What follows belongs to an exercise in optimizing a design on an open flow for a short achievable clock period and few clock cycles per item; a production flow would make more cautious choices. Function was checked by simulation only, so behaviour that the tests miss may differ from the original. Power figures rest on the tool's default switching activity, not on a simulated workload.

==> design/flow/design.v <==
`timescale 1ns/1ps
`default_nettype none
package cpu_pkg;
    typedef logic [32-1:0] word_t;
    typedef logic [$clog2(32)-1:0] reg_addr_t;
    localparam logic [6:0] OPC_OP     = 7'b0110011;
    localparam logic [6:0] OPC_OP_IMM = 7'b0010011;
    localparam logic [6:0] OPC_LUI    = 7'b0110111;
    localparam int U_ADD = 0;
    localparam int U_CMP = 1;
    localparam int U_SLL = 2;
    localparam int U_SR  = 3;
    localparam int U_LG  = 4;
    localparam int NU    = 5;
    localparam int S_A  = 0;     
    localparam int S_B  = 1;     
    localparam int S_BN = 2;     
    localparam int S_SL = 3;     
    localparam int S_SR = 4;     
    localparam int NS   = 5;
    localparam int F_ADD  = 0;
    localparam int F_SLL  = 1;
    localparam int F_SR   = 2;
    localparam int F_LG   = 3;
    localparam int F_LT   = 4;
    localparam int F_REG  = 5;
    localparam int F_IMM  = 6;
    localparam int NF     = 7;
    typedef struct packed {
        logic          ena;         
        logic          wr;          
        logic          use_rs1;     
        logic          use_rs2;     
        logic          lui;
        logic [NU-1:0] unit;        
        logic          sub;
        logic          cmp_signed;
        logic          sra;
        logic [3:0]    lg_m;        
    } ctl_t;
endpackage
`default_nettype wire
`timescale 1ns/1ps
`default_nettype none
module fetch_unit (
    input  wire                 clk_cpu,
    input  wire                 reset_i,
    input  wire [31:0]          irom_inst_i,
    output cpu_pkg::word_t      irom_addr_o,
    input  wire [31:0]          e_wr_oh_i,
    input  wire                 e_wr_i,
    input  wire cpu_pkg::reg_addr_t e_rd_i,
    output logic [31:0]         inst_o,
    output cpu_pkg::ctl_t       ctl_o,
    output logic [63:0]         rs1_sel_o,
    output logic [63:0]         rs2_sel_o,
    output logic [cpu_pkg::NS*cpu_pkg::NF-1:0] fsel_o,
    output logic                valid_o
);
    logic [29:0] pc_q, pc_inc;
    logic [31:0] word_q;
    logic        word_valid_q;
    logic [6:0]  opcode;
    logic [2:0]  f3;
    logic [4:0]  rd, rs1, rs2;
    logic        is_op, is_imm, is_lui, is_alu;
    cpu_pkg::ctl_t ctl, d_ctl;
    logic        d_wr, e1, e2, w1, w2;
    logic [31:0] dec1, dec2;
    logic [cpu_pkg::NU-1:0] pu;
    logic [cpu_pkg::NS*cpu_pkg::NF-1:0] fsel;
    assign irom_addr_o = {pc_q, 2'b00};
    inc30 u_inc (.a_i(pc_q), .y_o(pc_inc));
    always_ff @(posedge clk_cpu) begin
        if (reset_i) begin
            pc_q         <= '0;
            word_valid_q <= 1'b0;
            valid_o      <= 1'b0;
        end else begin
            pc_q         <= pc_inc;
            word_valid_q <= 1'b1;
            valid_o      <= word_valid_q;
        end
    end
    always_ff @(posedge clk_cpu) begin
        word_q <= irom_inst_i;
    end
    assign opcode = word_q[6:0];
    assign f3     = word_q[14:12];
    assign rd     = word_q[11:7];
    assign rs1    = word_q[19:15];
    assign rs2    = word_q[24:20];
    for (genvar i = 0; i < 32; i++) begin : g_dec
        assign dec1[i] = rs1 == 5'(i);
        assign dec2[i] = rs2 == 5'(i);
    end
    assign is_op  = opcode == cpu_pkg::OPC_OP;
    assign is_imm = opcode == cpu_pkg::OPC_OP_IMM;
    assign is_lui = opcode == cpu_pkg::OPC_LUI;
    assign is_alu = is_op | is_imm;
    always_comb begin
        ctl            = '0;
        ctl.ena        = is_alu | is_lui;
        ctl.wr         = (is_alu | is_lui) && rd != '0;
        ctl.use_rs1    = is_alu;
        ctl.use_rs2    = is_op;
        ctl.lui        = is_lui;
        ctl.unit[cpu_pkg::U_ADD] = is_alu && f3 == 3'b000;
        ctl.unit[cpu_pkg::U_CMP] = is_alu && f3[2:1] == 2'b01;
        ctl.unit[cpu_pkg::U_SLL] = is_alu && f3 == 3'b001;
        ctl.unit[cpu_pkg::U_SR]  = is_alu && f3 == 3'b101;
        ctl.unit[cpu_pkg::U_LG]  = (is_alu && (f3 == 3'b100 || f3[2:1] == 2'b11)) || is_lui;
        ctl.sub        = is_op && f3 == 3'b000 && word_q[30];
        ctl.cmp_signed = !f3[0];
        ctl.sra        = word_q[30];
        ctl.lg_m       = {is_lui, is_alu && f3 == 3'b111, is_alu && f3 == 3'b110,
                          is_alu && f3 == 3'b100};
    end
    assign d_ctl = ctl_o;
    assign d_wr  = valid_o && d_ctl.wr;
    assign e1    = ctl.use_rs1 && d_wr && inst_o[11:7] == rs1;
    assign e2    = ctl.use_rs2 && d_wr && inst_o[11:7] == rs2;
    assign pu    = d_ctl.unit;
    assign w1    = e_wr_i && e_rd_i == rs1;
    assign w2    = e_wr_i && e_rd_i == rs2;
    function automatic logic [cpu_pkg::NF-1:0] sel(input logic en, input logic fwd,
                                                   input logic [cpu_pkg::NU-1:0] p,
                                                   input logic use_imm);
        logic [cpu_pkg::NF-1:0] v;
        v[cpu_pkg::F_ADD]  = en && fwd && p[cpu_pkg::U_ADD];
        v[cpu_pkg::F_SLL]  = en && fwd && p[cpu_pkg::U_SLL];
        v[cpu_pkg::F_SR]   = en && fwd && p[cpu_pkg::U_SR];
        v[cpu_pkg::F_LG]   = en && fwd && p[cpu_pkg::U_LG];
        v[cpu_pkg::F_LT]   = en && fwd && p[cpu_pkg::U_CMP];
        v[cpu_pkg::F_REG]  = en && !fwd && !use_imm;
        v[cpu_pkg::F_IMM]  = en && !fwd && use_imm;
        sel = v;
    endfunction
    always_comb begin
        fsel = '0;
        fsel[cpu_pkg::S_A  * cpu_pkg::NF +: cpu_pkg::NF] = sel(ctl.use_rs1, e1, pu, 1'b0);
        fsel[cpu_pkg::S_B  * cpu_pkg::NF +: cpu_pkg::NF] =
            sel((ctl.unit[cpu_pkg::U_ADD] && !ctl.sub) || ctl.unit[cpu_pkg::U_LG], e2, pu, !ctl.use_rs2);
        fsel[cpu_pkg::S_BN * cpu_pkg::NF +: cpu_pkg::NF] =
            sel((ctl.unit[cpu_pkg::U_ADD] && ctl.sub) || ctl.unit[cpu_pkg::U_CMP], e2, pu, !ctl.use_rs2);
        fsel[cpu_pkg::S_SL * cpu_pkg::NF +: cpu_pkg::NF] = sel(ctl.unit[cpu_pkg::U_SLL], e2, pu, !ctl.use_rs2);
        fsel[cpu_pkg::S_SR * cpu_pkg::NF +: cpu_pkg::NF] = sel(ctl.unit[cpu_pkg::U_SR], e2, pu, !ctl.use_rs2);
    end
    logic [31:0] sel1, sel2;
    assign sel1 = {dec1[31:1] & ~e_wr_oh_i[31:1], w1};
    assign sel2 = {dec2[31:1] & ~e_wr_oh_i[31:1], w2};
    for (genvar c = 0; c < 2; c++) begin : g_sel
        sel_reg32 u_s1 (.clk_cpu(clk_cpu), .d_i(sel1), .q_o(rs1_sel_o[c*32 +: 32]));
        sel_reg32 u_s2 (.clk_cpu(clk_cpu), .d_i(sel2), .q_o(rs2_sel_o[c*32 +: 32]));
    end
    always_ff @(posedge clk_cpu) begin
        inst_o   <= word_q;
        ctl_o    <= ctl;
        fsel_o   <= fsel;
    end
endmodule
module sel_reg32 (
    input  wire         clk_cpu,
    input  wire [31:0]  d_i,
    output logic [31:0] q_o
);
    always_ff @(posedge clk_cpu) begin
        q_o <= d_i;
    end
endmodule
module inc_and2 (
    input  wire a_i,
    input  wire b_i,
    output logic y_o
);
    assign y_o = a_i & b_i;
endmodule
module inc_xor2 (
    input  wire a_i,
    input  wire b_i,
    output logic y_o
);
    assign y_o = a_i ^ b_i;
endmodule
module inc30 (
    input  wire [29:0] a_i,
    output logic [29:0] y_o
);
    logic [29:0] t [0:5];
    assign t[0] = a_i;
    for (genvar l = 0; l < 5; l++) begin : g_lev
        for (genvar i = 0; i < 30; i++) begin : g_bit
            if (i >= (1 << l)) begin : g_and
                inc_and2 u_and (.a_i(t[l][i]), .b_i(t[l][i - (1 << l)]), .y_o(t[l+1][i]));
            end else begin : g_pass
                assign t[l+1][i] = t[l][i];
            end
        end
    end
    assign y_o[0] = ~a_i[0];
    for (genvar i = 1; i < 30; i++) begin : g_s
        inc_xor2 u_x (.a_i(a_i[i]), .b_i(t[5][i-1]), .y_o(y_o[i]));
    end
endmodule
`default_nettype wire
`timescale 1ns/1ps
`default_nettype none
module decode_unit (
    input  wire                     clk_cpu,
    input  wire                     reset_i,
    input  wire [31:0]              inst_i,
    input  wire cpu_pkg::ctl_t      ctl_i,
    input  wire [63:0]              rs1_sel_i,   
    input  wire [63:0]              rs2_sel_i,
    input  wire [cpu_pkg::NS*cpu_pkg::NF-1:0] fsel_i,
    input  wire                     valid_i,
    input  wire cpu_pkg::word_t     x_sum_i,
    input  wire cpu_pkg::word_t     x_sumn_i,
    input  wire cpu_pkg::word_t     x_slln_i,
    input  wire cpu_pkg::word_t     x_srn_i,
    input  wire cpu_pkg::word_t     x_lg_i,
    input  wire cpu_pkg::word_t     x_lgn_i,
    input  wire                     x_lt_i,
    input  wire [31:0]              wb_we_oh_i,
    input  wire cpu_pkg::word_t     wb_value_i,
    output logic                    ex_valid_o,
    output logic                    ex_wr_o,
    output logic [31:0]             ex_wr_oh_o,
    output logic                    ex_ena_o,
    output cpu_pkg::reg_addr_t      ex_rd_o,
    output cpu_pkg::word_t          a_o,
    output cpu_pkg::word_t          b_o,
    output cpu_pkg::word_t          bn_o,
    output logic [4:0]              sl_o,
    output logic [4:0]              sr_o,
    output logic                    cin_o,       
    output logic                    sgn_o,       
    output logic                    sra_o,
    output logic [3:0]              lg_m_o,
    output logic [cpu_pkg::NU-1:0]  unit_o,
    output logic [cpu_pkg::NU-1:0]  unit_wr_o    
);
    cpu_pkg::ctl_t  ctl;
    cpu_pkg::word_t imm;
    assign ctl = ctl_i;
    assign imm = ctl.lui ? {inst_i[31:12], 12'b0} : {{20{inst_i[31]}}, inst_i[31:20]};
    cpu_pkg::word_t regs [1:31];
    for (genvar i = 1; i < 32; i++) begin : g_rf
        always_ff @(posedge clk_cpu) begin
            if (wb_we_oh_i[i]) begin
                regs[i] <= wb_value_i;
            end
        end
    end
    cpu_pkg::word_t rd_src [0:31];
    assign rd_src[0] = wb_value_i;
    for (genvar i = 1; i < 32; i++) begin : g_src
        assign rd_src[i] = regs[i];
    end
    cpu_pkg::word_t a_old, b_old;
    for (genvar k = 0; k < 32; k++) begin : g_rd
        logic [31:0] col;
        for (genvar i = 0; i < 32; i++) begin : g_c
            assign col[i] = rd_src[i][k];
        end
        rd_mux32 u_a (.s_i(rs1_sel_i[(k / 16) * 32 +: 32]), .d_i(col), .y_o(a_old[k]));
        rd_mux32 u_b (.s_i(rs2_sel_i[(k / 16) * 32 +: 32]), .d_i(col), .y_o(b_old[k]));
    end
    function automatic logic [cpu_pkg::NF-1:0] fs(input int slot);
        fs = fsel_i[slot*cpu_pkg::NF +: cpu_pkg::NF];
    endfunction
    cpu_pkg::word_t a_d, b_d, bn_d;
    logic [4:0]     sl_w, sr_w;
    fwd_word_a u_a  (.f_i(fs(cpu_pkg::S_A)), .add_i(x_sum_i), .slln_i(x_slln_i), .srn_i(x_srn_i),
                     .lg_i(x_lg_i), .lt_i(x_lt_i),   .old_i(a_old), .y_o(a_d));
    fwd_word   u_b  (.f_i(fs(cpu_pkg::S_B)), .add_i(x_sum_i), .slln_i(x_slln_i), .srn_i(x_srn_i),
                     .lg_i(x_lg_i), .lt_i(x_lt_i),   .old_i(b_old), .imm_i(imm), .y_o(b_d));
    fwd_word_t u_bn (.f_i(fs(cpu_pkg::S_BN)), .add_i(x_sumn_i), .sll_i(x_slln_i), .sr_i(x_srn_i),
                     .lg_i(x_lgn_i), .ltn_i(~x_lt_i), .old_i(b_old), .immn_i(~imm), .y_o(bn_d));
    fwd_bit0 u_sl0 (.f_i(fs(cpu_pkg::S_SL)), .add_i(x_sum_i[0]), .slln_i(x_slln_i[0]),
                    .srn_i(x_srn_i[0]), .lg_i(x_lg_i[0]), .lt_i(x_lt_i),   .old_i(b_old[0]),
                    .imm_i(imm[0]), .y_o(sl_w[0]));
    fwd_bit0 u_sr0 (.f_i(fs(cpu_pkg::S_SR)), .add_i(x_sum_i[0]), .slln_i(x_slln_i[0]),
                    .srn_i(x_srn_i[0]), .lg_i(x_lg_i[0]), .lt_i(x_lt_i),   .old_i(b_old[0]),
                    .imm_i(imm[0]), .y_o(sr_w[0]));
    for (genvar i = 1; i < 5; i++) begin : g_sh
        fwd_bit u_sl (.f_i(fs(cpu_pkg::S_SL)), .add_i(x_sum_i[i]), .slln_i(x_slln_i[i]),
                      .srn_i(x_srn_i[i]), .lg_i(x_lg_i[i]),   .old_i(b_old[i]), .imm_i(imm[i]),
                      .y_o(sl_w[i]));
        fwd_bit u_sr (.f_i(fs(cpu_pkg::S_SR)), .add_i(x_sum_i[i]), .slln_i(x_slln_i[i]),
                      .srn_i(x_srn_i[i]), .lg_i(x_lg_i[i]),   .old_i(b_old[i]), .imm_i(imm[i]),
                      .y_o(sr_w[i]));
    end
    always_ff @(posedge clk_cpu) begin
        if (reset_i) begin
            ex_valid_o <= 1'b0;
            ex_wr_o    <= 1'b0;
            ex_wr_oh_o <= '0;
        end else begin
            ex_valid_o <= valid_i;
            ex_wr_o    <= valid_i && ctl.wr;
            for (int i = 0; i < 32; i++) ex_wr_oh_o[i] <= valid_i && ctl.wr && inst_i[11:7] == 5'(i);
        end
    end
    always_ff @(posedge clk_cpu) begin
        ex_ena_o  <= ctl.ena;
        ex_rd_o   <= inst_i[11:7];
        a_o       <= a_d;
        b_o       <= b_d;
        bn_o      <= bn_d;
        sl_o      <= sl_w;
        sr_o      <= sr_w;
        cin_o     <= ctl.sub || ctl.unit[cpu_pkg::U_CMP];
        sgn_o     <= ctl.cmp_signed;
        sra_o     <= ctl.sra;
        lg_m_o    <= ctl.lg_m;
        unit_o    <= ctl.unit;
        unit_wr_o <= ctl.wr ? ctl.unit : '0;
    end
endmodule
module fwd_bit (
    input  wire [cpu_pkg::NF-1:0] f_i,
    input  wire                   add_i,
    input  wire                   slln_i,
    input  wire                   srn_i,
    input  wire                   lg_i,
    input  wire                   old_i,
    input  wire                   imm_i,
    output logic                  y_o
);
    assign y_o = (f_i[cpu_pkg::F_ADD] & add_i)
               | (f_i[cpu_pkg::F_SLL] & ~slln_i)
               | (f_i[cpu_pkg::F_SR]  & ~srn_i)
               | (f_i[cpu_pkg::F_LG]  & lg_i)
               | (f_i[cpu_pkg::F_REG] & old_i)
               | (f_i[cpu_pkg::F_IMM] & imm_i);
endmodule
module fwd_bit0 (
    input  wire [cpu_pkg::NF-1:0] f_i,
    input  wire                   add_i,
    input  wire                   slln_i,
    input  wire                   srn_i,
    input  wire                   lg_i,
    input  wire                   lt_i,
    input  wire                   old_i,
    input  wire                   imm_i,
    output logic                  y_o
);
    assign y_o = (f_i[cpu_pkg::F_ADD] & add_i)
               | (f_i[cpu_pkg::F_SLL] & ~slln_i)
               | (f_i[cpu_pkg::F_SR]  & ~srn_i)
               | (f_i[cpu_pkg::F_LG]  & lg_i)
               | (f_i[cpu_pkg::F_LT]  & lt_i)
               | (f_i[cpu_pkg::F_REG] & old_i)
               | (f_i[cpu_pkg::F_IMM] & imm_i);
endmodule
module fwd_bit_a (
    input  wire [cpu_pkg::NF-1:0] f_i,
    input  wire                   add_i,
    input  wire                   slln_i,
    input  wire                   srn_i,
    input  wire                   lg_i,
    input  wire                   old_i,
    output logic                  y_o
);
    assign y_o = (f_i[cpu_pkg::F_ADD] & add_i)
               | (f_i[cpu_pkg::F_SLL] & ~slln_i)
               | (f_i[cpu_pkg::F_SR]  & ~srn_i)
               | (f_i[cpu_pkg::F_LG]  & lg_i)
               | (f_i[cpu_pkg::F_REG] & old_i);
endmodule
module fwd_bit_a0 (
    input  wire [cpu_pkg::NF-1:0] f_i,
    input  wire                   add_i,
    input  wire                   slln_i,
    input  wire                   srn_i,
    input  wire                   lg_i,
    input  wire                   lt_i,
    input  wire                   old_i,
    output logic                  y_o
);
    assign y_o = (f_i[cpu_pkg::F_ADD] & add_i)
               | (f_i[cpu_pkg::F_SLL] & ~slln_i)
               | (f_i[cpu_pkg::F_SR]  & ~srn_i)
               | (f_i[cpu_pkg::F_LG]  & lg_i)
               | (f_i[cpu_pkg::F_LT]  & lt_i)
               | (f_i[cpu_pkg::F_REG] & old_i);
endmodule
module fwd_bit_t (
    input  wire [cpu_pkg::NF-1:0] f_i,
    input  wire                   add_i,
    input  wire                   sll_i,
    input  wire                   sr_i,
    input  wire                   lg_i,
    input  wire                   old_i,
    input  wire                   immn_i,
    output logic                  y_o
);
    assign y_o = (f_i[cpu_pkg::F_ADD] & add_i)
               | (f_i[cpu_pkg::F_SLL] & sll_i)
               | (f_i[cpu_pkg::F_SR]  & sr_i)
               | (f_i[cpu_pkg::F_LG]  & lg_i)
               | (f_i[cpu_pkg::F_REG] & ~old_i)
               | (f_i[cpu_pkg::F_IMM] & immn_i);
endmodule
module fwd_bit_t0 (
    input  wire [cpu_pkg::NF-1:0] f_i,
    input  wire                   add_i,
    input  wire                   sll_i,
    input  wire                   sr_i,
    input  wire                   lg_i,
    input  wire                   ltn_i,
    input  wire                   old_i,
    input  wire                   immn_i,
    output logic                  y_o
);
    assign y_o = (f_i[cpu_pkg::F_ADD] & add_i)
               | (f_i[cpu_pkg::F_SLL] & sll_i)
               | (f_i[cpu_pkg::F_SR]  & sr_i)
               | (f_i[cpu_pkg::F_LG]  & lg_i)
               | (f_i[cpu_pkg::F_LT]  & ltn_i)
               | (f_i[cpu_pkg::F_REG] & ~old_i)
               | (f_i[cpu_pkg::F_IMM] & immn_i);
endmodule
module fwd_bit_t1 (
    input  wire [cpu_pkg::NF-1:0] f_i,
    input  wire                   add_i,
    input  wire                   sll_i,
    input  wire                   sr_i,
    input  wire                   lg_i,
    input  wire                   old_i,
    input  wire                   immn_i,
    output logic                  y_o
);
    assign y_o = (f_i[cpu_pkg::F_ADD] & add_i)
               | (f_i[cpu_pkg::F_SLL] & sll_i)
               | (f_i[cpu_pkg::F_SR]  & sr_i)
               | (f_i[cpu_pkg::F_LG]  & lg_i)
               | f_i[cpu_pkg::F_LT]
               | (f_i[cpu_pkg::F_REG] & ~old_i)
               | (f_i[cpu_pkg::F_IMM] & immn_i);
endmodule
module fwd_word (
    input  wire [cpu_pkg::NF-1:0] f_i,
    input  wire cpu_pkg::word_t   add_i,
    input  wire cpu_pkg::word_t   slln_i,
    input  wire cpu_pkg::word_t   srn_i,
    input  wire cpu_pkg::word_t   lg_i,
    input  wire                   lt_i,
    input  wire cpu_pkg::word_t   old_i,
    input  wire cpu_pkg::word_t   imm_i,
    output cpu_pkg::word_t        y_o
);
    fwd_bit0 u_b0 (.f_i(f_i), .add_i(add_i[0]), .slln_i(slln_i[0]), .srn_i(srn_i[0]), .lg_i(lg_i[0]),
                   .lt_i(lt_i),   .old_i(old_i[0]), .imm_i(imm_i[0]), .y_o(y_o[0]));
    for (genvar i = 1; i < 32; i++) begin : g_b
        fwd_bit u_b (.f_i(f_i), .add_i(add_i[i]), .slln_i(slln_i[i]), .srn_i(srn_i[i]), .lg_i(lg_i[i]),
                       .old_i(old_i[i]), .imm_i(imm_i[i]), .y_o(y_o[i]));
    end
endmodule
module fwd_word_a (
    input  wire [cpu_pkg::NF-1:0] f_i,
    input  wire cpu_pkg::word_t   add_i,
    input  wire cpu_pkg::word_t   slln_i,
    input  wire cpu_pkg::word_t   srn_i,
    input  wire cpu_pkg::word_t   lg_i,
    input  wire                   lt_i,
    input  wire cpu_pkg::word_t   old_i,
    output cpu_pkg::word_t        y_o
);
    fwd_bit_a0 u_b0 (.f_i(f_i), .add_i(add_i[0]), .slln_i(slln_i[0]), .srn_i(srn_i[0]), .lg_i(lg_i[0]),
                     .lt_i(lt_i),   .old_i(old_i[0]), .y_o(y_o[0]));
    for (genvar i = 1; i < 32; i++) begin : g_b
        fwd_bit_a u_b (.f_i(f_i), .add_i(add_i[i]), .slln_i(slln_i[i]), .srn_i(srn_i[i]), .lg_i(lg_i[i]),
                         .old_i(old_i[i]), .y_o(y_o[i]));
    end
endmodule
module fwd_word_t (
    input  wire [cpu_pkg::NF-1:0] f_i,
    input  wire cpu_pkg::word_t   add_i,
    input  wire cpu_pkg::word_t   sll_i,
    input  wire cpu_pkg::word_t   sr_i,
    input  wire cpu_pkg::word_t   lg_i,
    input  wire                   ltn_i,
    input  wire cpu_pkg::word_t   old_i,
    input  wire cpu_pkg::word_t   immn_i,
    output cpu_pkg::word_t        y_o
);
    fwd_bit_t0 u_b0 (.f_i(f_i), .add_i(add_i[0]), .sll_i(sll_i[0]), .sr_i(sr_i[0]), .lg_i(lg_i[0]),
                     .ltn_i(ltn_i), .old_i(old_i[0]), .immn_i(immn_i[0]), .y_o(y_o[0]));
    for (genvar i = 1; i < 32; i++) begin : g_b
        fwd_bit_t1 u_b (.f_i(f_i), .add_i(add_i[i]), .sll_i(sll_i[i]), .sr_i(sr_i[i]), .lg_i(lg_i[i]),
                        .old_i(old_i[i]), .immn_i(immn_i[i]), .y_o(y_o[i]));
    end
endmodule
module rd_ao22n (
    input  wire [1:0] s_i,
    input  wire [1:0] d_i,
    output logic      yn_o
);
    assign yn_o = ~((s_i[0] & d_i[0]) | (s_i[1] & d_i[1]));
endmodule
module rd_nand4 (
    input  wire [3:0] an_i,
    output logic      y_o
);
    assign y_o = ~&an_i;
endmodule
module rd_nor2 (
    input  wire [1:0] a_i,
    output logic      yn_o
);
    assign yn_o = ~|a_i;
endmodule
module rd_mux32 (
    input  wire [31:0] s_i,
    input  wire [31:0] d_i,
    output logic       y_o
);
    logic [15:0] l1n;
    logic [3:0]  l2;
    logic [1:0]  l3n;
    for (genvar i = 0; i < 16; i++) begin : g_l1
        rd_ao22n u (.s_i(s_i[2*i +: 2]), .d_i(d_i[2*i +: 2]), .yn_o(l1n[i]));
    end
    for (genvar i = 0; i < 4; i++) begin : g_l2
        rd_nand4 u (.an_i(l1n[4*i +: 4]), .y_o(l2[i]));
    end
    for (genvar i = 0; i < 2; i++) begin : g_l3
        rd_nor2 u (.a_i(l2[2*i +: 2]), .yn_o(l3n[i]));
    end
    assign y_o = ~(l3n[0] & l3n[1]);
endmodule
`default_nettype wire
`timescale 1ns/1ps
`default_nettype none
module execute_unit (
    input  wire cpu_pkg::word_t     a_i,
    input  wire cpu_pkg::word_t     b_i,
    input  wire cpu_pkg::word_t     bn_i,
    input  wire [4:0]               sl_i,
    input  wire [4:0]               sr_i,
    input  wire                     cin_i,
    input  wire                     sgn_i,
    input  wire                     sra_i,
    input  wire [3:0]               lg_m_i,
    input  wire [cpu_pkg::NU-1:0]   unit_i,
    input  wire [cpu_pkg::NU-1:0]   unit_wr_i,
    output cpu_pkg::word_t          sum_o,
    output cpu_pkg::word_t          sumn_o,
    output cpu_pkg::word_t          slln_o,      
    output cpu_pkg::word_t          srn_o,       
    output cpu_pkg::word_t          lg_o,
    output cpu_pkg::word_t          lgn_o,
    output logic                    lt_o,
    output cpu_pkg::word_t          result_o,
    output cpu_pkg::word_t          wb_res_o     
);
    logic c30;
    ks_add32 u_add (.a_i(a_i), .b_i(b_i), .bn_i(bn_i), .cin_i(cin_i),
                    .s_o(sum_o), .sn_o(sumn_o), .c30_o(c30));
    cmp_top  u_lt  (.a_i(a_i[31]), .bn_i(bn_i[31]), .sgn_i(sgn_i), .c_i(c30), .lt_o(lt_o));
    sh_left  u_sll (.d_i(a_i), .sh_i(sl_i), .yn_o(slln_o));
    sh_right u_sr  (.d_i(a_i), .sh_i(sr_i), .fill_i(sra_i & a_i[31]), .yn_o(srn_o));
    assign lg_o  = ({32{lg_m_i[0]}} & (a_i ^ b_i))
                 | ({32{lg_m_i[1]}} & (a_i | b_i))
                 | ({32{lg_m_i[2]}} & (a_i & b_i))
                 | ({32{lg_m_i[3]}} & b_i);
    assign lgn_o = ~lg_o;
    res_sel0 u_res0 (.unit_i(unit_i), .sum_i(sum_o[0]), .slln_i(slln_o[0]), .srn_i(srn_o[0]),
                     .lg_i(lg_o[0]), .lt_i(lt_o), .y_o(result_o[0]));
    res_sel0 u_wbr0 (.unit_i(unit_wr_i), .sum_i(sum_o[0]), .slln_i(slln_o[0]), .srn_i(srn_o[0]),
                     .lg_i(lg_o[0]), .lt_i(lt_o), .y_o(wb_res_o[0]));
    for (genvar i = 1; i < 32; i++) begin : g_res
        res_sel u_res (.unit_i(unit_i), .sum_i(sum_o[i]), .slln_i(slln_o[i]), .srn_i(srn_o[i]),
                       .lg_i(lg_o[i]), .y_o(result_o[i]));
        res_sel u_wbr (.unit_i(unit_wr_i), .sum_i(sum_o[i]), .slln_i(slln_o[i]), .srn_i(srn_o[i]),
                       .lg_i(lg_o[i]), .y_o(wb_res_o[i]));
    end
endmodule
module res_sel0 (
    input  wire [cpu_pkg::NU-1:0] unit_i,
    input  wire sum_i,
    input  wire slln_i,
    input  wire srn_i,
    input  wire lg_i,
    input  wire lt_i,
    output logic y_o
);
    assign y_o = (unit_i[cpu_pkg::U_ADD] & sum_i)
               | (unit_i[cpu_pkg::U_SLL] & ~slln_i)
               | (unit_i[cpu_pkg::U_SR]  & ~srn_i)
               | (unit_i[cpu_pkg::U_LG]  & lg_i)
               | (unit_i[cpu_pkg::U_CMP] & lt_i);
endmodule
module res_sel (
    input  wire [cpu_pkg::NU-1:0] unit_i,
    input  wire sum_i,
    input  wire slln_i,
    input  wire srn_i,
    input  wire lg_i,
    output logic y_o
);
    assign y_o = (unit_i[cpu_pkg::U_ADD] & sum_i)
               | (unit_i[cpu_pkg::U_SLL] & ~slln_i)
               | (unit_i[cpu_pkg::U_SR]  & ~srn_i)
               | (unit_i[cpu_pkg::U_LG]  & lg_i);
endmodule
module ks_pre_n (
    input  wire gn_h_i,
    input  wire pn_h_i,
    input  wire gn_l_i,
    input  wire pn_l_i,
    output logic g_o,
    output logic p_o
);
    assign g_o = ~(gn_h_i & (pn_h_i | gn_l_i));
    assign p_o = ~(pn_h_i | pn_l_i);
endmodule
module ks_pre_p (
    input  wire g_h_i,
    input  wire p_h_i,
    input  wire g_l_i,
    input  wire p_l_i,
    output logic gn_o,
    output logic pn_o
);
    assign gn_o = ~(g_h_i | (p_h_i & g_l_i));
    assign pn_o = ~(p_h_i & p_l_i);
endmodule
module ks_inv (
    input  wire a_i,
    output logic y_o
);
    assign y_o = ~a_i;
endmodule
module ks_net32 (
    input  wire [31:0] gn_i,
    input  wire [31:0] pn_i,
    output logic [31:0] c_o
);
    logic [31:0] g [0:5];
    logic [31:0] p [0:5];
    assign g[0] = gn_i;
    assign p[0] = pn_i;
    for (genvar l = 0; l < 5; l++) begin : g_lev
        for (genvar i = 0; i < 32; i++) begin : g_bit
            if (i >= (1 << l)) begin : g_pre
                if (l % 2 == 0) begin : g_n
                    ks_pre_n u_pre (.gn_h_i(g[l][i]), .pn_h_i(p[l][i]),
                                    .gn_l_i(g[l][i - (1 << l)]), .pn_l_i(p[l][i - (1 << l)]),
                                    .g_o(g[l+1][i]), .p_o(p[l+1][i]));
                end else begin : g_p
                    ks_pre_p u_pre (.g_h_i(g[l][i]), .p_h_i(p[l][i]),
                                    .g_l_i(g[l][i - (1 << l)]), .p_l_i(p[l][i - (1 << l)]),
                                    .gn_o(g[l+1][i]), .pn_o(p[l+1][i]));
                end
            end else begin : g_pass
                ks_inv u_inv (.a_i(g[l][i]), .y_o(g[l+1][i]));
                assign p[l+1][i] = 1'b0;
            end
        end
    end
    assign c_o = g[5];
endmodule
module add_gn (
    input  wire a_i,
    input  wire b_i,
    input  wire bn_i,
    output logic gn_o
);
    assign gn_o = ~(a_i & (b_i | bn_i));
endmodule
module add_tn (
    input  wire a_i,
    input  wire b_i,
    input  wire bn_i,
    output logic tn_o
);
    assign tn_o = ~(a_i | b_i | bn_i);
endmodule
module add_x (
    input  wire a_i,
    input  wire b_i,
    input  wire bn_i,
    output logic x_o
);
    assign x_o = a_i ^ (b_i | bn_i);
endmodule
module add_gn0 (
    input  wire a_i,
    input  wire b_i,
    input  wire bn_i,
    input  wire cin_i,
    output logic gn_o
);
    assign gn_o = ~((a_i & (b_i | bn_i)) | (cin_i & (a_i | b_i | bn_i)));
endmodule
module add_s (
    input  wire x_i,
    input  wire c_i,
    output logic s_o
);
    assign s_o = x_i ^ c_i;
endmodule
module add_sn (
    input  wire x_i,
    input  wire c_i,
    output logic sn_o
);
    assign sn_o = ~(x_i ^ c_i);
endmodule
module ks_add32 (
    input  wire [31:0] a_i,
    input  wire [31:0] b_i,
    input  wire [31:0] bn_i,
    input  wire        cin_i,
    output logic [31:0] s_o,
    output logic [31:0] sn_o,
    output logic        c30_o
);
    logic [31:0] gn, tn, x, c, ci;
    add_gn0 u_g0 (.a_i(a_i[0]), .b_i(b_i[0]), .bn_i(bn_i[0]), .cin_i(cin_i), .gn_o(gn[0]));
    for (genvar i = 1; i < 32; i++) begin : g_gt
        add_gn u_g (.a_i(a_i[i]), .b_i(b_i[i]), .bn_i(bn_i[i]), .gn_o(gn[i]));
        add_tn u_t (.a_i(a_i[i]), .b_i(b_i[i]), .bn_i(bn_i[i]), .tn_o(tn[i]));
    end
    for (genvar i = 0; i < 32; i++) begin : g_x
        add_x u_x (.a_i(a_i[i]), .b_i(b_i[i]), .bn_i(bn_i[i]), .x_o(x[i]));
    end
    ks_net32 u_net (.gn_i(gn), .pn_i({tn[31:1], 1'b1}), .c_o(c));
    assign ci    = {c[30:0], cin_i};
    assign c30_o = c[30];
    for (genvar i = 0; i < 32; i++) begin : g_s
        add_s  u_s  (.x_i(x[i]), .c_i(ci[i]), .s_o(s_o[i]));
        add_sn u_sn (.x_i(x[i]), .c_i(ci[i]), .sn_o(sn_o[i]));
    end
endmodule
module cmp_top (
    input  wire a_i,
    input  wire bn_i,
    input  wire sgn_i,
    input  wire c_i,
    output logic lt_o
);
    assign lt_o = (a_i ^ bn_i) ? ~c_i : (sgn_i ? a_i : ~bn_i);
endmodule
module mx2i (
    input  wire a_i,
    input  wire b_i,
    input  wire s_i,
    output logic y_o
);
    assign y_o = ~(s_i ? b_i : a_i);
endmodule
module mz_t (
    input  wire a_i,
    input  wire s_i,
    output logic y_o
);
    assign y_o = ~(a_i & ~s_i);
endmodule
module mz_n (
    input  wire an_i,
    input  wire s_i,
    output logic y_o
);
    assign y_o = ~(an_i | s_i);
endmodule
module sh_left (
    input  wire [31:0] d_i,
    input  wire [4:0]  sh_i,
    output logic [31:0] yn_o
);
    logic [31:0] v [0:5];
    assign v[0] = d_i;
    for (genvar k = 0; k < 5; k++) begin : g_lev
        for (genvar i = 0; i < 32; i++) begin : g_bit
            if (i >= (1 << k)) begin : g_m
                mx2i u_m (.a_i(v[k][i]), .b_i(v[k][i - (1 << k)]), .s_i(sh_i[k]), .y_o(v[k+1][i]));
            end else if (k % 2 == 0) begin : g_zt
                mz_t u_z (.a_i(v[k][i]), .s_i(sh_i[k]), .y_o(v[k+1][i]));
            end else begin : g_zn
                mz_n u_z (.an_i(v[k][i]), .s_i(sh_i[k]), .y_o(v[k+1][i]));
            end
        end
    end
    assign yn_o = v[5];
endmodule
module sh_right (
    input  wire [31:0] d_i,
    input  wire [4:0]  sh_i,
    input  wire        fill_i,
    output logic [31:0] yn_o
);
    logic [31:0] v [0:5];
    logic        fill_n;
    assign fill_n = ~fill_i;
    assign v[0] = d_i;
    for (genvar k = 0; k < 5; k++) begin : g_lev
        for (genvar i = 0; i < 32; i++) begin : g_bit
            if (i + (1 << k) < 32) begin : g_m
                mx2i u_m (.a_i(v[k][i]), .b_i(v[k][i + (1 << k)]), .s_i(sh_i[k]), .y_o(v[k+1][i]));
            end else begin : g_f
                mx2i u_m (.a_i(v[k][i]), .b_i((k % 2 == 0) ? fill_i : fill_n), .s_i(sh_i[k]),
                          .y_o(v[k+1][i]));
            end
        end
    end
    assign yn_o = v[5];
endmodule
`default_nettype wire
`timescale 1ns/1ps
`default_nettype none
module result_unit (
    input  wire                     clk_cpu,
    input  wire                     reset_i,     
    input  wire                     rst_i,       
    input  wire                     valid_i,
    input  wire                     wr_i,
    input  wire                     ena_i,
    input  wire cpu_pkg::reg_addr_t rd_i,
    input  wire cpu_pkg::word_t     result_i,    
    input  wire cpu_pkg::word_t     wb_res_i,    
    output logic [31:0]             wb_we_oh_o,
    output cpu_pkg::word_t          wb_value_o,
    output logic                    debug_wb_have_inst_o,
    output cpu_pkg::word_t          debug_wb_pc_o,
    output logic                    debug_wb_ena_o,
    output cpu_pkg::reg_addr_t      debug_wb_reg_o,
    output cpu_pkg::word_t          debug_wb_value_o
);
    logic               valid_q;
    logic               ena_q;
    logic [29:0]        pc_q;
    cpu_pkg::reg_addr_t rd_q;
    cpu_pkg::word_t     value_q;
    cpu_pkg::word_t     dbg_value_q;
    logic [31:0]        we_oh_q;
    always_ff @(posedge clk_cpu) begin
        if (reset_i || rst_i) begin
            valid_q <= 1'b0;
        end else begin
            valid_q <= valid_i;
        end
    end
    always_ff @(posedge clk_cpu) begin
        if (rst_i) begin
            we_oh_q <= '0;
        end else begin
            for (int i = 0; i < 32; i++) we_oh_q[i] <= wr_i && rd_i == 5'(i);
        end
    end
    logic [29:0] pc_inc;
    inc30 u_inc (.a_i(pc_q), .y_o(pc_inc));
    always_ff @(posedge clk_cpu) begin
        pc_q    <= valid_q ? pc_inc : '0;
        ena_q   <= ena_i;
        rd_q    <= rd_i;
        value_q     <= wb_res_i;
        dbg_value_q <= result_i;
    end
    assign wb_we_oh_o = we_oh_q;
    assign wb_value_o = value_q;
    assign debug_wb_have_inst_o = valid_q;
    assign debug_wb_pc_o        = {pc_q, 2'b00};
    assign debug_wb_ena_o       = ena_q;
    assign debug_wb_reg_o       = rd_q;
    assign debug_wb_value_o     = dbg_value_q;
endmodule
`default_nettype wire
`timescale 1ns/1ps
`default_nettype none
module cpu (
    input  wire                        clk_cpu,
    input  wire                        reset_i,
    input  wire [32-1:0]  irom_inst_i,
    output cpu_pkg::word_t             irom_addr_o,
    output logic                       debug_wb_have_inst_o,
    output cpu_pkg::word_t             debug_wb_pc_o,
    output logic                       debug_wb_ena_o,
    output cpu_pkg::reg_addr_t         debug_wb_reg_o,
    output cpu_pkg::word_t             debug_wb_value_o
);
    logic [31:0]        fd_inst;
    cpu_pkg::ctl_t      fd_ctl;
    logic [63:0]        fd_rs1_sel, fd_rs2_sel;
    logic [cpu_pkg::NS*cpu_pkg::NF-1:0] fd_fsel;
    logic               fd_valid;
    logic               ex_valid, ex_wr, ex_ena;
    logic [31:0]        ex_wr_oh;
    cpu_pkg::reg_addr_t ex_rd;
    cpu_pkg::word_t     ex_a, ex_b, ex_bn;
    logic [4:0]         ex_sl, ex_sr;
    logic               ex_cin, ex_sgn, ex_sra;
    logic [3:0]         ex_lg_m;
    logic [cpu_pkg::NU-1:0] ex_unit, ex_unit_wr;
    cpu_pkg::word_t     x_sum, x_sumn, x_slln, x_srn, x_lg, x_lgn, alu_res, wb_res;
    logic               x_lt;
    logic [31:0]        wb_we_oh;
    logic               rst_q;
    always_ff @(posedge clk_cpu) begin
        rst_q <= reset_i;
    end
    cpu_pkg::word_t     wb_value;
    fetch_unit u_fetch (
        .clk_cpu     (clk_cpu),
        .reset_i     (rst_q),
        .irom_inst_i (irom_inst_i),
        .irom_addr_o (irom_addr_o),
        .e_wr_oh_i   (ex_wr_oh),
        .e_wr_i      (ex_wr),
        .e_rd_i      (ex_rd),
        .inst_o      (fd_inst),
        .ctl_o       (fd_ctl),
        .rs1_sel_o   (fd_rs1_sel),
        .rs2_sel_o   (fd_rs2_sel),
        .fsel_o      (fd_fsel),
        .valid_o     (fd_valid)
    );
    decode_unit u_decode (
        .clk_cpu    (clk_cpu),
        .reset_i    (rst_q),
        .inst_i     (fd_inst),
        .ctl_i      (fd_ctl),
        .rs1_sel_i  (fd_rs1_sel),
        .rs2_sel_i  (fd_rs2_sel),
        .fsel_i     (fd_fsel),
        .valid_i    (fd_valid),
        .x_sum_i    (x_sum),
        .x_sumn_i   (x_sumn),
        .x_slln_i   (x_slln),
        .x_srn_i    (x_srn),
        .x_lg_i     (x_lg),
        .x_lgn_i    (x_lgn),
        .x_lt_i     (x_lt),
        .wb_we_oh_i (wb_we_oh),
        .wb_value_i (wb_value),
        .ex_valid_o (ex_valid),
        .ex_wr_o    (ex_wr),
        .ex_wr_oh_o (ex_wr_oh),
        .ex_ena_o   (ex_ena),
        .ex_rd_o    (ex_rd),
        .a_o        (ex_a),
        .b_o        (ex_b),
        .bn_o       (ex_bn),
        .sl_o       (ex_sl),
        .sr_o       (ex_sr),
        .cin_o      (ex_cin),
        .sgn_o      (ex_sgn),
        .sra_o      (ex_sra),
        .lg_m_o     (ex_lg_m),
        .unit_o     (ex_unit),
        .unit_wr_o  (ex_unit_wr)
    );
    execute_unit u_execute (
        .a_i      (ex_a),
        .b_i      (ex_b),
        .bn_i     (ex_bn),
        .sl_i     (ex_sl),
        .sr_i     (ex_sr),
        .cin_i    (ex_cin),
        .sgn_i    (ex_sgn),
        .sra_i    (ex_sra),
        .lg_m_i   (ex_lg_m),
        .unit_i   (ex_unit),
        .unit_wr_i (ex_unit_wr),
        .sum_o    (x_sum),
        .sumn_o   (x_sumn),
        .slln_o   (x_slln),
        .srn_o    (x_srn),
        .lg_o     (x_lg),
        .lgn_o    (x_lgn),
        .lt_o     (x_lt),
        .result_o (alu_res),
        .wb_res_o (wb_res)
    );
    result_unit u_result (
        .clk_cpu              (clk_cpu),
        .reset_i              (reset_i),
        .rst_i                (rst_q),
        .valid_i              (ex_valid),
        .wr_i                 (ex_wr),
        .ena_i                (ex_ena),
        .rd_i                 (ex_rd),
        .result_i             (alu_res),
        .wb_res_i             (wb_res),
        .wb_we_oh_o           (wb_we_oh),
        .wb_value_o           (wb_value),
        .debug_wb_have_inst_o (debug_wb_have_inst_o),
        .debug_wb_pc_o        (debug_wb_pc_o),
        .debug_wb_ena_o       (debug_wb_ena_o),
        .debug_wb_reg_o       (debug_wb_reg_o),
        .debug_wb_value_o     (debug_wb_value_o)
    );
endmodule
`default_nettype wire
==> design/flow/run.sh <==
#!/bin/bash
# synth_recipe.tcl (not shown) runs the flow's synth.tcl, then flattens the netlist and writes it again
# the make line also repeats each setting of config.mk as NAME=value (left out here)
make -C /OpenROAD-flow-scripts/flow DESIGN_CONFIG=/design/flow/config.mk WORK_HOME=/design/flow/orfs CLKGATE_MAP_FILE= SYNTH_SCRIPT=/design/flow/synth_recipe.tcl finish
==> design/flow/config.mk <==
export PLATFORM = sky130hd
export DESIGN_NAME = cpu
export DESIGN_NICKNAME = cpu
export VERILOG_FILES = /design/flow/design.v
export SDC_FILE = /design/flow/constraint.sdc
export NUM_CORES = 4
export LEC_CHECK = 0
export CAP_MARGIN = 20
export CORE_MARGIN = 2
export CORE_UTILIZATION = 45
export CTS_CLUSTER_DIAMETER = 60
export CTS_CLUSTER_SIZE = 30
export PLACE_DENSITY = 0.7
export SETUP_SLACK_MARGIN = 3.6
export SLEW_MARGIN = 20
export SYNTH_HIERARCHICAL = 1
export TNS_END_PERCENT = 100
==> design/flow/constraint.sdc <==
create_clock -name core_clock -period 6.0 [get_ports {clk_cpu}]
set_input_delay 1.2000 -clock core_clock [delete_from_list [all_inputs] [get_ports {clk_cpu}]]
set_output_delay 1.2000 -clock core_clock [all_outputs]
set_load 0.01 [all_outputs]
==> key figures, run 1 <==
Global routing
  – Vias in the first global route: 55260
  – All-Layer GR Usage: 0.3133
  – Global route overflow: 0
  – Largest net degree at the start of global routing: 52
  – Initial antenna violation count: 10
  – First-pass GRT wire length: 385.5 mm

Logic synthesis
  – Post-Syn Instances: 5726
  – Avg Synthesized Cell Area: 13.02 um2
  – Mapped cell area: 74570 um2
  – Yosys warns: 27

CTS
  – H-tree Lvls: 3
  – Reg clk slew, reported paths: 0.08 ns
  – TritonCTS clock tree: done
  – TritonCTS Buffers: 112
  – Skew-Pair Late Insertion Delay: 0.78 ns
  – Clk sinks: 1551
  – Clock tree root buffer cell: clkbuf_16
  – CTS Buffer Depth: 3

Setup path
  – Cell mode on critical path: a21oi_2
  – CP max stage delay: 0.40 ns
  – Critical Path RT: 6.62 ns
  – Startpoint types: flop
  – Reg2reg setup slack: 3.42 ns
  – CP top delay family: compound AO/OA/AOI/OAI gates
  – Critical Path AT: 3.20 ns
  – WP buf/inv: 2
  – CP Capture Type: flop
  – CP max stage cell: a222oi_1
  – Crit Path Category: flop to flop
  – Critical path peak fanout: 5
  – Cell Chain, Critical Path: nor3_4, buf_4, nor2_4, a21oi_2, o21ai_2, a21oi_2, inv_2, xor2_1, a222oi_1, o221ai_1

Timing
  – Final setup viols: 0
  – Min Tclk post-route: 2.583 ns
  – Slew HR: 0.1090
  – Unrepaired setup endpoints after global routing: true
  – Clock Skew: 0.05081 ns
  – Tcrit/Tclk final: 0.4305
  – Setup TNS: 0 ns
  – Tightest Pin Transition: 1.337 ns
  – Final number of hold-violating endpoints: 0
  – Max-slew violations: 0
  – Max Freq: 387.1 MHz

Die
  – Initial core utilization: 0.4525
  – I/O Pins: 137
  – Row cnt: 149
  – Die Height: 411.1 um
  – Core ar.: 164800 um2
  – Die area: 169000 um2
  – Chip Width: 411.1 um

Route
  – First-pass DRT Iterations: 10
  – Via count: 57160
  – # DRC: 0
  – Met2 WL: 119.9 mm
  – DRT Wirelength: 276.1 mm
  – Initial drt markers: 7881
  – Metal3 WL: 33.18 mm
  – Via/cell ratio: 6.619
  – DRT met1 WL: 103.1 mm
  – Final ANT Viol Nets: 0
  – Routed length per instance: 31.97 um
  – Max Used Layer: met5

Cells and area
  – Nets: 6445
  – Fillcell total: 13530
  – FF/Latch Area: 41560 um2
  – Layout cells sized above 1: 0.4079
  – Area of the multi-input gates: 34620 um2
  – Post-route cell area: 89380 um2
  – P&R area growth vs syn: 19.86%

Power and ir drop
  – P_leak: 27.59 nW
  – Int Pwr: 0.01555 W
  – Seq pwr share: 0.541
  – Comb power frac: 0.051
  – Peak supply drop: 0.2261 mV
  – Net switching power: 0.005321 W
  – Power Density: 233.5 nW/um2
  – Switch share: 0.2550
  – Clk pwr share: 0.407

Placed design
  – Final HPWL DP: 173.8 mm
  – Placed Area: 79770 um2
  – GPL Wtd Cong: 1.006
  – Number of buffers added on ports: 132

Job
  – Total of max-cap violations: 0

Hold path
  – Min-delay worst type: flop to flop

Status
  – Status: timing/DRC/antenna clean
-- state kept, by name (all words and copies together), names as in the netlist, 4 cells and up --
name,count
u_decode.regs,992
u_fetch.g_sel.u_s1.q_o,64
u_fetch.g_sel.u_s2.q_o,64
u_fetch.fsel_o,34
u_decode.a_o,32
u_decode.b_o,32
u_decode.bn_o,32
u_fetch.word_q,32
u_result.dbg_value_q,32
u_result.value_q,32
u_decode.ex_wr_oh_o,31
u_result.we_oh_q,31
u_fetch.pc_q,30
u_result.pc_q,30
u_fetch.inst_o,24
u_fetch.ctl_o,14
u_decode.ex_rd_o,5
u_decode.sl_o,5
u_decode.sr_o,5
u_decode.unit_o,5
u_decode.unit_wr_o,5
u_result.rd_q,5
u_decode.lg_m_o,4
-- path summary, 6_finish.rpt --
kind,endpoint,start,cells past startpoint
worst min-delay path,u_fetch.inst_o[28],u_fetch.word_q[28],0
worst min register to register,u_fetch.inst_o[28],u_fetch.word_q[28],0
worst max register to register,u_decode.a_o[14],u_decode.a_o[12],10
worst max-delay path,u_decode.a_o[14],u_decode.a_o[12],10
-- cells in the final DEF, fill, tap and decap left out, types with 120 or more instances in the layout --
| master | instances |
|---|---|
| and2_1 | 269 |
| edfxtp_1 | 992 |
| dfxtp_2 | 134 |
| a22oi_1 | 127 |
| clkbuf_16 | 120 |
| nand2b_1 | 148 |
| nand2_1 | 332 |
| inv_1 | 304 |
| mux2i_1 | 128 |
| nor2_1 | 204 |
| a22oi_2 | 1056 |
| dfxtp_1 | 314 |
| nand4_1 | 292 |
| buf_4 | 391 |
-- per-stage QoR --
step                      hold slack [ns]  power (W)  cells  setup slack, ns  utilization
after floorplan                    0.3096    0.01207   5728            3.637            -
after global placement             0.3129    0.01259   8177            2.419       0.4840
after detailed placement           0.3127    0.01259   8177            2.382       0.4840
after CTS                          0.3257    0.02093   8507            3.459       0.5271
after global routing               0.3284    0.02137   8632            3.383       0.5423
final                              0.3283    0.02087   8635            3.417       0.5423
-- final cells by class --
class	count	area share
tap	2189	0.03064
antenna	3	0.00008400
clock inverter	90	0.01378
timing repair buffer	560	0.05572
clock buffer	120	0.03325
sequential	1551	0.4650
multi-input combinational	3788	0.3873
inverter	334	0.01415
-- metal layers --
metal / GRT usage / vias up
met5: 0 / -
met4: 0.1964 / 6
met3: 0.07149 / 879
met2: 0.4714 / 4089
met1: 0.4091 / 28450
li1: - / 23730
-- power by group through the flow --
stage,Combinational (W),Sequential [W],Clock [W]
CTS,0.00103,0.0113,0.00860
detailed placement,0.00101,0.0116,0
floorplan,0.000469,0.0116,0
global route,0.00108,0.0113,0.00899
global placement,0.00100,0.0116,0
finish,0.00107,0.0113,0.00850
-- timing repair --
| action | CTS | global route |
|---|---|---|
| buffers inserted | 119 | 122 |
| hold buffers | 0 | 0 |
| endpoints found under the setup margin | 269 | 254 |
| gates cloned | 1 | 2 |
| pin swaps | 66 | 91 |
| resized for setup | 1033 | 292 |
Testbench counts, summed over its fixed seeds: cycles 24,032, items 24,000.
==> run 2: changes to the inputs <==
--- a/design/flow/design.v
+++ b/design/flow/design.v
@@ -232,6 +232,6 @@
     output cpu_pkg::word_t          b_o,
     output cpu_pkg::word_t          bn_o,
-    output logic [4:0]              sl_o,
-    output logic [4:0]              sr_o,
+    output logic [4:0]              sl_d_o,
+    output logic [4:0]              sr_d_o,
     output logic                    cin_o,       
     output logic                    sgn_o,       
@@ -272,4 +272,6 @@
     cpu_pkg::word_t a_d, b_d, bn_d;
     logic [4:0]     sl_w, sr_w;
+    assign sl_d_o = sl_w;
+    assign sr_d_o = sr_w;
     fwd_word_a u_a  (.f_i(fs(cpu_pkg::S_A)), .add_i(x_sum_i), .slln_i(x_slln_i), .srn_i(x_srn_i),
                      .lg_i(x_lg_i), .lt_i(x_lt_i),   .old_i(a_old), .y_o(a_d));
@@ -309,6 +311,4 @@
         b_o       <= b_d;
         bn_o      <= bn_d;
-        sl_o      <= sl_w;
-        sr_o      <= sr_w;
         cin_o     <= ctl.sub || ctl.unit[cpu_pkg::U_CMP];
         sgn_o     <= ctl.cmp_signed;
@@ -536,9 +536,10 @@
 `default_nettype none
 module execute_unit (
+    input  wire                     clk_cpu,
     input  wire cpu_pkg::word_t     a_i,
     input  wire cpu_pkg::word_t     b_i,
     input  wire cpu_pkg::word_t     bn_i,
-    input  wire [4:0]               sl_i,
-    input  wire [4:0]               sr_i,
+    input  wire [4:0]               sl_d_i,      
+    input  wire [4:0]               sr_d_i,
     input  wire                     cin_i,
     input  wire                     sgn_i,
@@ -561,6 +562,6 @@
                     .s_o(sum_o), .sn_o(sumn_o), .c30_o(c30));
     cmp_top  u_lt  (.a_i(a_i[31]), .bn_i(bn_i[31]), .sgn_i(sgn_i), .c_i(c30), .lt_o(lt_o));
-    sh_left  u_sll (.d_i(a_i), .sh_i(sl_i), .yn_o(slln_o));
-    sh_right u_sr  (.d_i(a_i), .sh_i(sr_i), .fill_i(sra_i & a_i[31]), .yn_o(srn_o));
+    sh_left  u_sll (.clk_cpu(clk_cpu), .d_i(a_i), .sh_d_i(sl_d_i), .yn_o(slln_o));
+    sh_right u_sr  (.clk_cpu(clk_cpu), .d_i(a_i), .sh_d_i(sr_d_i), .fill_i(sra_i & a_i[31]), .yn_o(srn_o));
     assign lg_o  = ({32{lg_m_i[0]}} & (a_i ^ b_i))
                  | ({32{lg_m_i[1]}} & (a_i | b_i))
@@ -768,9 +769,23 @@
     assign y_o = ~(an_i | s_i);
 endmodule
+module sh_amt_reg (
+    input  wire        clk_cpu,
+    input  wire [4:0]  d_i,
+    output logic [4:0] q_o
+);
+    always_ff @(posedge clk_cpu) begin
+        q_o <= d_i;
+    end
+endmodule
 module sh_left (
+    input  wire        clk_cpu,
     input  wire [31:0] d_i,
-    input  wire [4:0]  sh_i,
+    input  wire [4:0]  sh_d_i,
     output logic [31:0] yn_o
 );
+    logic [4:0] shq [0:1];
+    for (genvar c = 0; c < 2; c++) begin : g_amt
+        sh_amt_reg u_amt (.clk_cpu(clk_cpu), .d_i(sh_d_i), .q_o(shq[c]));
+    end
     logic [31:0] v [0:5];
     assign v[0] = d_i;
@@ -778,9 +793,9 @@
         for (genvar i = 0; i < 32; i++) begin : g_bit
             if (i >= (1 << k)) begin : g_m
-                mx2i u_m (.a_i(v[k][i]), .b_i(v[k][i - (1 << k)]), .s_i(sh_i[k]), .y_o(v[k+1][i]));
+                mx2i u_m (.a_i(v[k][i]), .b_i(v[k][i - (1 << k)]), .s_i(shq[i / 16][k]), .y_o(v[k+1][i]));
             end else if (k % 2 == 0) begin : g_zt
-                mz_t u_z (.a_i(v[k][i]), .s_i(sh_i[k]), .y_o(v[k+1][i]));
+                mz_t u_z (.a_i(v[k][i]), .s_i(shq[i / 16][k]), .y_o(v[k+1][i]));
             end else begin : g_zn
-                mz_n u_z (.an_i(v[k][i]), .s_i(sh_i[k]), .y_o(v[k+1][i]));
+                mz_n u_z (.an_i(v[k][i]), .s_i(shq[i / 16][k]), .y_o(v[k+1][i]));
             end
         end
@@ -789,9 +804,14 @@
 endmodule
 module sh_right (
+    input  wire        clk_cpu,
     input  wire [31:0] d_i,
-    input  wire [4:0]  sh_i,
+    input  wire [4:0]  sh_d_i,
     input  wire        fill_i,
     output logic [31:0] yn_o
 );
+    logic [4:0] shq [0:1];
+    for (genvar c = 0; c < 2; c++) begin : g_amt
+        sh_amt_reg u_amt (.clk_cpu(clk_cpu), .d_i(sh_d_i), .q_o(shq[c]));
+    end
     logic [31:0] v [0:5];
     logic        fill_n;
@@ -801,7 +821,7 @@
         for (genvar i = 0; i < 32; i++) begin : g_bit
             if (i + (1 << k) < 32) begin : g_m
-                mx2i u_m (.a_i(v[k][i]), .b_i(v[k][i + (1 << k)]), .s_i(sh_i[k]), .y_o(v[k+1][i]));
+                mx2i u_m (.a_i(v[k][i]), .b_i(v[k][i + (1 << k)]), .s_i(shq[i / 16][k]), .y_o(v[k+1][i]));
             end else begin : g_f
-                mx2i u_m (.a_i(v[k][i]), .b_i((k % 2 == 0) ? fill_i : fill_n), .s_i(sh_i[k]),
+                mx2i u_m (.a_i(v[k][i]), .b_i((k % 2 == 0) ? fill_i : fill_n), .s_i(shq[i / 16][k]),
                           .y_o(v[k+1][i]));
             end
@@ -945,6 +965,6 @@
         .b_o        (ex_b),
         .bn_o       (ex_bn),
-        .sl_o       (ex_sl),
-        .sr_o       (ex_sr),
+        .sl_d_o     (ex_sl),
+        .sr_d_o     (ex_sr),
         .cin_o      (ex_cin),
         .sgn_o      (ex_sgn),
@@ -955,9 +975,10 @@
     );
     execute_unit u_execute (
+        .clk_cpu  (clk_cpu),
         .a_i      (ex_a),
         .b_i      (ex_b),
         .bn_i     (ex_bn),
-        .sl_i     (ex_sl),
-        .sr_i     (ex_sr),
+        .sl_d_i   (ex_sl),
+        .sr_d_i   (ex_sr),
         .cin_i    (ex_cin),
         .sgn_i    (ex_sgn),
--- a/design/flow/config.mk
+++ b/design/flow/config.mk
@@ -8,8 +8,7 @@
 export CAP_MARGIN = 20
 export CORE_MARGIN = 2
-export CORE_UTILIZATION = 45
+export CORE_UTILIZATION = 55
 export CTS_CLUSTER_DIAMETER = 60
 export CTS_CLUSTER_SIZE = 30
-export PLACE_DENSITY = 0.7
 export SETUP_SLACK_MARGIN = 3.6
 export SLEW_MARGIN = 20
==> run 2 against run 1 <==
Worst hold slack got worse by 0.017 ns. Utilization increased by 11 points. Total power increased by 4.5%.
==> key figures, run 2 <==
Route
  – Via/cell ratio: 6.871 (+3.8%)
  – Routed length per instance: 33.63 um (+5.2%)
  – First-pass DRT Iterations: 14 (+4)
  – DRT Wirelength: 277.0 mm (+0.34%)
  – Via count: 56600 (-0.98%)
  – # DRC: 0 (unchanged)
  – Initial drt markers: 7271 (-7.7%)
  – Final ANT Viol Nets: 0 (unchanged)

Placed design
  – Final HPWL DP: 177.6 mm (+2.1%)
  – Number of buffers added on ports: 132 (unchanged)
  – GPL Wtd Cong: 0.9666 (-3.9%)

Die
  – Row cnt: 135 (-9.4%)
  – Die Height: 372.7 um (-9.3%)
  – Die area: 138900 um2 (-18%)
  – Core ar.: 135100 um2 (-18%)
  – Chip Width: 372.7 um (-9.3%)
  – I/O Pins: 137 (unchanged)
  – Initial core utilization: 0.5533 (+0.1008)

Timing
  – Clock Skew: 0.05249 ns (+0.001681 ns)
  – Final number of hold-violating endpoints: 0 (unchanged)
  – Max Freq: 394.3 MHz (+1.8%)
  – Tightest Pin Transition: 1.299 ns (-0.03716 ns)
  – Unrepaired setup endpoints after global routing: true
  – Slew HR: 0.1338 (+0.02477)
  – Setup TNS: 0 ns (unchanged)
  – Final setup viols: 0 (unchanged)
  – Hold slack: 0.3114 ns (-0.01689 ns)
  – Tcrit/Tclk final: 0.4227 (-0.007813)
  – Max-slew violations: 0 (unchanged)
  – Min Tclk post-route: 2.536 ns (-0.04688 ns)

Setup path
  – R2r worst-path depth: 10 (unchanged)
  – Critical path peak fanout: 4 (-1)
  – Cell mode on critical path: a21oi_2
  – Critical Path AT: 3.16 ns (-0.04 ns)
  – WP buf/inv: 1 (-1)
  – Critical Path RT: 6.63 ns (about the same)
  – CP top delay family: compound AO/OA/AOI/OAI gates
  – Cell Chain, Critical Path: nor3_4, nor2_2, a21oi_2, buf_4, o21ai_2, a21oi_2, o21ai_4, xor2_2, a222oi_1, o221ai_1
  – Startpoint types: flop
  – CP Capture Type: flop
  – Number of cells on the critical path: 10 (unchanged)
  – CP max stage cell: dfxtp_4
  – Crit Path Category: flop to flop
  – CP max stage delay: 0.39 ns (about the same)

Cells and area
  – Most frequent cells in the layout: a22oi_2, edfxtp_1, buf_4
  – Commonest non-fill, non-tap cell in the layout: a22oi_2
  – P&R area growth vs syn: 18.15%
  – Max reg flops: 992 (unchanged)
  – Top reg by flops: u_decode.regs
  – Top Registers: u_decode.regs x992, u_fetch.g_sel.u_s1.q_o x64, u_fetch.g_sel.u_s2.q_o x64
  – Layout cells sized above 1: 0.3934 (-0.01446)
  – Nets: 6436 (-0.14%)

CTS
  – Hold-fix buffer count after cts: 0 (unchanged)
  – CTS Buffer Depth: 3 (unchanged)
  – Clk sinks: 1561 (+0.64%)
  – H-tree Lvls: 4 (+1)
  – Clock tree root buffer cell: clkbuf_16
  – TritonCTS Buffers: 133 (+19%)
  – Reg clk slew, reported paths: 0.10 ns (+0.02 ns)
  – TritonCTS clock tree: done
  – Skew-Pair Late Insertion Delay: 0.81 ns (+0.03 ns)

Global routing
  – Global route overflow: 0 (unchanged)
  – Initial antenna violation count: 8 (-2)
  – All-Layer GR Usage: 0.3860 (+0.07271)
  – Largest net degree at the start of global routing: 52 (unchanged)
  – First-pass GRT wire length: 388.3 mm (+0.71%)
  – Vias in the first global route: 54500 (-1.4%)

Logic synthesis
  – Yosys warns: 30 (+11%)
  – Avg Synthesized Cell Area: 13.03 um2 (about the same)
  – Mapped cell area: 74770 um2 (+0.27%)
  – Post-Syn Instances: 5736 (+0.17%)

Power and ir drop
  – Power Density: 246.9 nW/um2 (+5.7%)
  – P_leak: 27.53 nW (-0.21%)
  – Peak supply drop: 0.2903 mV (+28%)

Hold path
  – Hold path depth: 0 (unchanged)
  – Min-delay worst type: flop to flop

Status
  – Status: timing/DRC/antenna clean

Job
  – Total of max-cap violations: 0 (unchanged)
[run 2: changes by cell type in the layout (fill, tap and decap cells not counted), moves of 15 or more]
| cell | change |
|---|---|
| nor2_2 | +23 |
| buf_4 | -32 |
| nor2_4 | -22 |
| mux2i_1 | +51 |
| mux2i_2 | -20 |
| nand2b_4 | -15 |
| mux2i_4 | -31 |
| clkbuf_16 | +23 |
[run 2: metrics by stage]
stage	setup WS, ns	instances	utilization	area (um2)	total power (W)
2_1_floorplan	3.700	5738	-	74780	0.01214
6_report	3.464	8237	0.6537	88340	0.02181
4_1_cts	3.446	8140	0.6394	86400	0.02185
3_5_place_dp	2.569	7790	0.5887	79550	0.01268
5_1_grt	3.384	8232	0.6536	88330	0.02231
3_3_place_gp	2.538	7789	0.5884	79510	0.01268
[run 2: cell type report]
| cell class | count | area (um2) |
|---|---|---|
| Sequential cell | 1561 | 41750 |
| Antenna cell | 5 | 12.51 |
| Fill cell | 10180 | 46790 |
| Timing Repair inverter | 1 | 7.507 |
| Timing Repair Buffer | 519 | 4592 |
| Clock buffer | 159 | 3700 |
| Clock inverter | 89 | 1026 |
| Multi-Input combinational cell | 3788 | 33740 |
| Inverter | 334 | 1284 |
| Tap cell | 1781 | 2228 |
[run 2: power by group]
group,internal [W],switching [W],total (W)
clock,0.00490,0.00445,0.00934
sequential,0.0113,0.0000885,0.0114
combinational,0.000359,0.000748,0.00111
[run 2: worst paths after layout]
kind                            slack (ns)                  to              from
worst max register to register        3.46    u_decode.a_o[17]  u_decode.b_o[12]
worst min register to register        0.31  u_decode.lg_m_o[2]  u_fetch.ctl_o[2]
worst min-delay path                  0.31  u_decode.lg_m_o[2]  u_fetch.ctl_o[2]
worst max-delay path                  3.46    u_decode.a_o[17]  u_decode.b_o[12]
[run 2: worst reg2reg max path: stages (launching register included)]
cell and delay [ns]:
dfxtp_4 0.39, nor3_4 0.33, nor2_2 0.11, a21oi_2 0.24
buf_4 0.15, o21ai_2 0.07, a21oi_2 0.16, o21ai_4 0.12
xor2_2 0.22, a222oi_1 0.39, o221ai_1 0.19
[run 2: layer usage]
layer / track usage / part of all wire
met1: 0.5304 / 0.40
met3: 0.08461 / 0.11
met4: 0.2082 / 0.060
met5: 0 / 0.00022
met2: 0.5710 / 0.43
[run 2: what timing repair did]
action,4_1_cts,5_1_grt
buffers inserted,101,88
gates cloned,1,1
resized for setup,920,241
pin swaps,39,75
setup endpoints to repair,279,276
hold endpoints to repair,0,0
Testbench counts of run 2, summed over its fixed seeds: cycles 24,032, items 24,000.

-- what the ideal ports hide --
Ports are ideal in the flow. The routed layouts listed here were re-timed in OpenROAD. Step 1, drivers: a clkbuf_16 drives clk_cpu and a buf_2 each remaining input, both assumed. Step 2 moves the port delays by t, midway between the first and last clock arrival at a register: inputs arrive t later, outputs are due t later. That takes back most of the time a late clock gives input paths. Three values: ideal ports, drivers, drivers and shift; two values: the first two.
| run | shift t [ns] | slack for setup (ns) | worst setup path after step 2 |
|---|---|---|---|
| run 1 | 0.843 | 3.417 / 3.392 / 3.417 | register to register |
| run 2 | 0.865 | 3.464 / 3.384 / 3.464 | register to register |
After both steps every run listed still meets setup and hold.
